This is an optimization exercise on Yosys and OpenROAD, whose aim is a short achievable clock period and few clock cycles, not a production implementation.
Only simulation tests tie the RTL to the original design; equivalence was not proved.
Power and IR drop assume default switching activity.

==> try-pepper <==
## cpu_top
module cpu_top #(
    parameter int MEM_DEPTH = 256
) (
    input  logic           clk,
    input  logic           rst,
    input  logic           run,
    input  logic           load_en,
    input  isa_pkg::addr_t load_addr,
    input  isa_pkg::word_t load_data,
    output logic           out_valid,
    output isa_pkg::word_t out_data,
    output logic           halted
);
    localparam int IW   = ctrl_pkg::IN_W;
    localparam int NBTB = ctrl_pkg::BTB_N;
    logic           run_q;
    isa_pkg::addr_t pc;
    logic [ctrl_pkg::IN_BANK-1:0] pc_oh;      
    logic [NBTB-1:0] btb_v;
    isa_pkg::addr_t  btb_tag [NBTB];
    isa_pkg::addr_t  btb_tgt [NBTB];
    logic [ctrl_pkg::IN_BANK-1:0] btb_tgt_oh [NBTB];    
    logic [$clog2(NBTB)-1:0] btb_rr;
    logic           fv;
    isa_pkg::addr_t fpc;
    logic           fpred;     
    isa_pkg::addr_t fpt;
    logic [ctrl_pkg::BANKS-1:0][15:0] pf;
    logic [ctrl_pkg::BANKS-1:0][3:0]  pf_pd;
    logic [ctrl_pkg::BANKS-1:0]       f_oh;    
    logic           ff_e, ff_w, ff_l;          
    logic            v1;
    isa_pkg::instr_t ir;
    logic [ctrl_pkg::IN_BANK-1:0] ir_oh;      
    isa_pkg::addr_t  pc1;
    logic [3:0]      pd1;      
    logic            pred1;
    isa_pkg::addr_t  pt1;
    logic               v2;
    ctrl_pkg::ex_ctrl_t ctrl2;
    isa_pkg::addr_t     a2;
    logic               tk2;       
    logic               jz2, jn2;  
    logic               pred2;     
    logic               bun2;
    isa_pkg::addr_t     pt2;
    isa_pkg::addr_t     pc2;
    logic [ctrl_pkg::BANKS-1:0][15:0] po;
  ...
clock: 5.0 ns
lec_check: 0
abc_clock_period_in_ps: 2000
cap_margin: 40
core_margin: 2
core_utilization: 45
cts_cluster_diameter: 60
cts_cluster_size: 24
setup_slack_margin: 2.3
slew_margin: 70
synth_hierarchical: 1
run.sh (not shown) runs the stock make flow with config.mk's settings and CLKGATE_MAP_FILE= SYNTH_SCRIPT=/design/flow/synth_recipe.tcl, a recipe that flattens the netlist after the stock synthesis.
==> try-ember: changes against try-pepper <==
--- a/flow/config.mk
+++ b/flow/config.mk
@@ -9,8 +9,9 @@
 export CAP_MARGIN = 40
 export CORE_MARGIN = 2
-export CORE_UTILIZATION = 45
+export CORE_UTILIZATION = 60
 export CTS_CLUSTER_DIAMETER = 60
 export CTS_CLUSTER_SIZE = 24
-export SETUP_SLACK_MARGIN = 2.3
+export PLACE_DENSITY = 0.72
+export SETUP_SLACK_MARGIN = 2.4
 export SLEW_MARGIN = 70
 export SYNTH_HIERARCHICAL = 1
==> try-sierra: changes against try-pepper <==
==> flow/flow/run.sh (new file) <==
#!/bin/bash
set -euo pipefail
bash standard.sh synth > standard_synth.log 2>&1
DONT_USE="sky130_fd_sc_hd__probe_p_8 sky130_fd_sc_hd__probec_p_8 sky130_fd_sc_hd__lpflow_bleeder_1 sky130_fd_sc_hd__lpflow_clkbufkapwr_1 sky130_fd_sc_hd__lpflow_clkbufkapwr_16 sky130_fd_sc_hd__lpflow_clkbufkapwr_2 sky130_fd_sc_hd__lpflow_clkbufkapwr_4 sky130_fd_sc_hd__lpflow_clkbufkapwr_8 sky130_fd_sc_hd__lpflow_clkinvkapwr_1 sky130_fd_sc_hd__lpflow_clkinvkapwr_16 sky130_fd_sc_hd__lpflow_clkinvkapwr_2 sky130_fd_sc_hd__lpflow_clkinvkapwr_4 sky130_fd_sc_hd__lpflow_clkinvkapwr_8 sky130_fd_sc_hd__lpflow_decapkapwr_12 sky130_fd_sc_hd__lpflow_decapkapwr_3 sky130_fd_sc_hd__lpflow_decapkapwr_4 sky130_fd_sc_hd__lpflow_decapkapwr_6 sky130_fd_sc_hd__lpflow_decapkapwr_8 sky130_fd_sc_hd__lpflow_inputiso0n_1 sky130_fd_sc_hd__lpflow_inputiso0p_1 sky130_fd_sc_hd__lpflow_inputiso1n_1 sky130_fd_sc_hd__lpflow_inputiso1p_1 sky130_fd_sc_hd__lpflow_inputisolatch_1 sky130_fd_sc_hd__lpflow_isobufsrc_1 sky130_fd_sc_hd__lpflow_isobufsrc_16 sky130_fd_sc_hd__lpflow_isobufsrc_2 sky130_fd_sc_hd__lpflow_isobufsrc_4 sky130_fd_sc_hd__lpflow_isobufsrc_8 sky130_fd_sc_hd__lpflow_isobufsrckapwr_16 sky130_fd_sc_hd__lpflow_lsbuf_lh_hl_isowell_tap_1 sky130_fd_sc_hd__lpflow_lsbuf_lh_hl_isowell_tap_2 sky130_fd_sc_hd__lpflow_lsbuf_lh_hl_isowell_tap_4 sky130_fd_sc_hd__lpflow_lsbuf_lh_isowell_4 sky130_fd_sc_hd__lpflow_lsbuf_lh_isowell_tap_1 sky130_fd_sc_hd__lpflow_lsbuf_lh_isowell_tap_2 sky130_fd_sc_hd__lpflow_lsbuf_lh_isowell_tap_4 sky130_fd_sc_hd__clkdlybuf4s15_1 sky130_fd_sc_hd__clkdlybuf4s15_2 sky130_fd_sc_hd__clkdlybuf4s18_1 sky130_fd_sc_hd__clkdlybuf4s18_2 sky130_fd_sc_hd__clkdlybuf4s25_1 sky130_fd_sc_hd__clkdlybuf4s25_2 sky130_fd_sc_hd__clkdlybuf4s50_1 sky130_fd_sc_hd__clkdlybuf4s50_2 sky130_fd_sc_hd__dlygate4sd1_1 sky130_fd_sc_hd__dlygate4sd2_1 sky130_fd_sc_hd__dlygate4sd3_1 sky130_fd_sc_hd__dlymetal6s2s_1 sky130_fd_sc_hd__dlymetal6s4s_1 sky130_fd_sc_hd__dlymetal6s6s_1"
bash standard.sh "DONT_USE_CELLS=$DONT_USE" "BUFFER_PORTS_ARGS=-buffer_cell sky130_fd_sc_hd__buf_4" "SETUP_MOVE_SEQUENCE=unbuffer,sizeup,swap,clone,split" finish > standard_layout.log 2>&1
==> flow/standard.sh (new file) <==
#!/bin/bash
# synth_recipe.tcl (not shown) runs the flow's synth.tcl, then flattens the netlist and writes it again
# the make line also repeats each setting of config.mk as NAME=value (left out here)
make -C /OpenROAD-flow-scripts/flow DESIGN_CONFIG=/design/flow/config.mk WORK_HOME=/design/flow/orfs CLKGATE_MAP_FILE= SYNTH_SCRIPT=/design/flow/synth_recipe.tcl "${@:-finish}"
--- a/flow/config.mk
+++ b/flow/config.mk
@@ -9,5 +9,5 @@
 export CAP_MARGIN = 40
 export CORE_MARGIN = 2
-export CORE_UTILIZATION = 45
+export CORE_UTILIZATION = 50
 export CTS_CLUSTER_DIAMETER = 60
 export CTS_CLUSTER_SIZE = 24
removed: flow/run.sh
==> qor summary <==
Average vias per placed instance: try-sierra 7.64; try-ember 8.31; try-pepper 7.48
Detail Route met3 WL: try-sierra 154000 µm; try-ember 184000 µm; try-pepper 158000 µm
Capture point of the worst path: try-sierra ir_oh[3]$_DFF_P_; try-ember po[60]$_DFF_P_; try-pepper pf[226]$_DFF_P_
Number of clock-tree buffers in the layout: try-sierra 523; try-ember 464; try-pepper 486
Layout cell share with drive strength beyond 1: try-sierra 0.211; try-ember 0.194; try-pepper 0.196
Buffers & Inverters on Critical Path: try-sierra 0; try-ember 6; try-pepper 6
Vertical die dimension: try-sierra 709 µm; try-ember 647 µm; try-pepper 747 µm
Post-CTS Hold Fix Bufs: try-sierra 3; try-ember 0; try-pepper 0
Inserted Clock Buffers: try-sierra 472; try-ember 434; try-pepper 458
Average wire per standard cell: try-sierra 46.4 µm; try-ember 47.5 µm; try-pepper 45.1 µm
Drt total wl: try-sierra 1080000 µm; try-ember 1040000 µm; try-pepper 1080000 µm
Placed Cells: try-sierra 22100; try-ember 20800; try-pepper 22700
Outcome: try-sierra finished clean; try-ember finished clean; try-pepper finished clean
Number of non-clock buffers in the layout: try-sierra 1800; try-ember 1546; try-pepper 1623
Comb pwr: try-sierra 55.1 mW; try-ember 55.8 mW; try-pepper 57.0 mW
Total core area: try-sierra 494000 µm²; try-ember 413000 µm²; try-pepper 549000 µm²
Highest clock rate: try-sierra 323 MHz; try-ember 354 MHz; try-pepper 332 MHz
Capture endpoint of the worst hold path: try-sierra w_data[2]$_DFF_P_; try-ember pt2[7]$_DFF_P_; try-pepper -
Placed inst area: try-sierra 268000 µm²; try-ember 264000 µm²; try-pepper 268000 µm²
Leak Pwr: try-sierra 93.3 nW; try-ember 92.3 nW; try-pepper 92.5 nW
Testbench counts of try-pepper, summed over its fixed seeds: cycles 56,384.
Testbench counts of try-ember, summed over its fixed seeds: cycles 56,384.
Testbench counts of try-sierra, summed over its fixed seeds: cycles 56,384.

separate check: timing with driven ports:
The flow's constraints put no driver on any port. The routed layouts listed below were extracted and timed again, unchanged, in two steps. Step 1 sets driving cells, clkbuf_16 on the clock port and buf_2 on the other inputs (assumed; they add their load-dependent delay and slew). Step 2 moves the port delays by t, midway between the first and last clock arrival at a register: inputs arrive t later, outputs are due t later. That takes back most of the time a late clock gives input paths. Three values: ideal, step 1, step 2; two values: the first two.
run	t (ns)	setup slack, ns	hold WS [ns]	latest minus earliest clock arrival (ns)
try-pepper	1.245	1.983 / 1.983 / 1.983	0.321 / 0.230 / 0.332	0.132 / 0.132
try-ember	1.192	2.171 / 2.171 / 2.171	0.303 / 0.235 / 0.303	0.123 / 0.123
try-sierra	1.230	1.904 / 1.904 / 1.904	0.113 / 0.017 / 0.328	0.105 / 0.106
After both steps setup and hold are still met in every run listed.
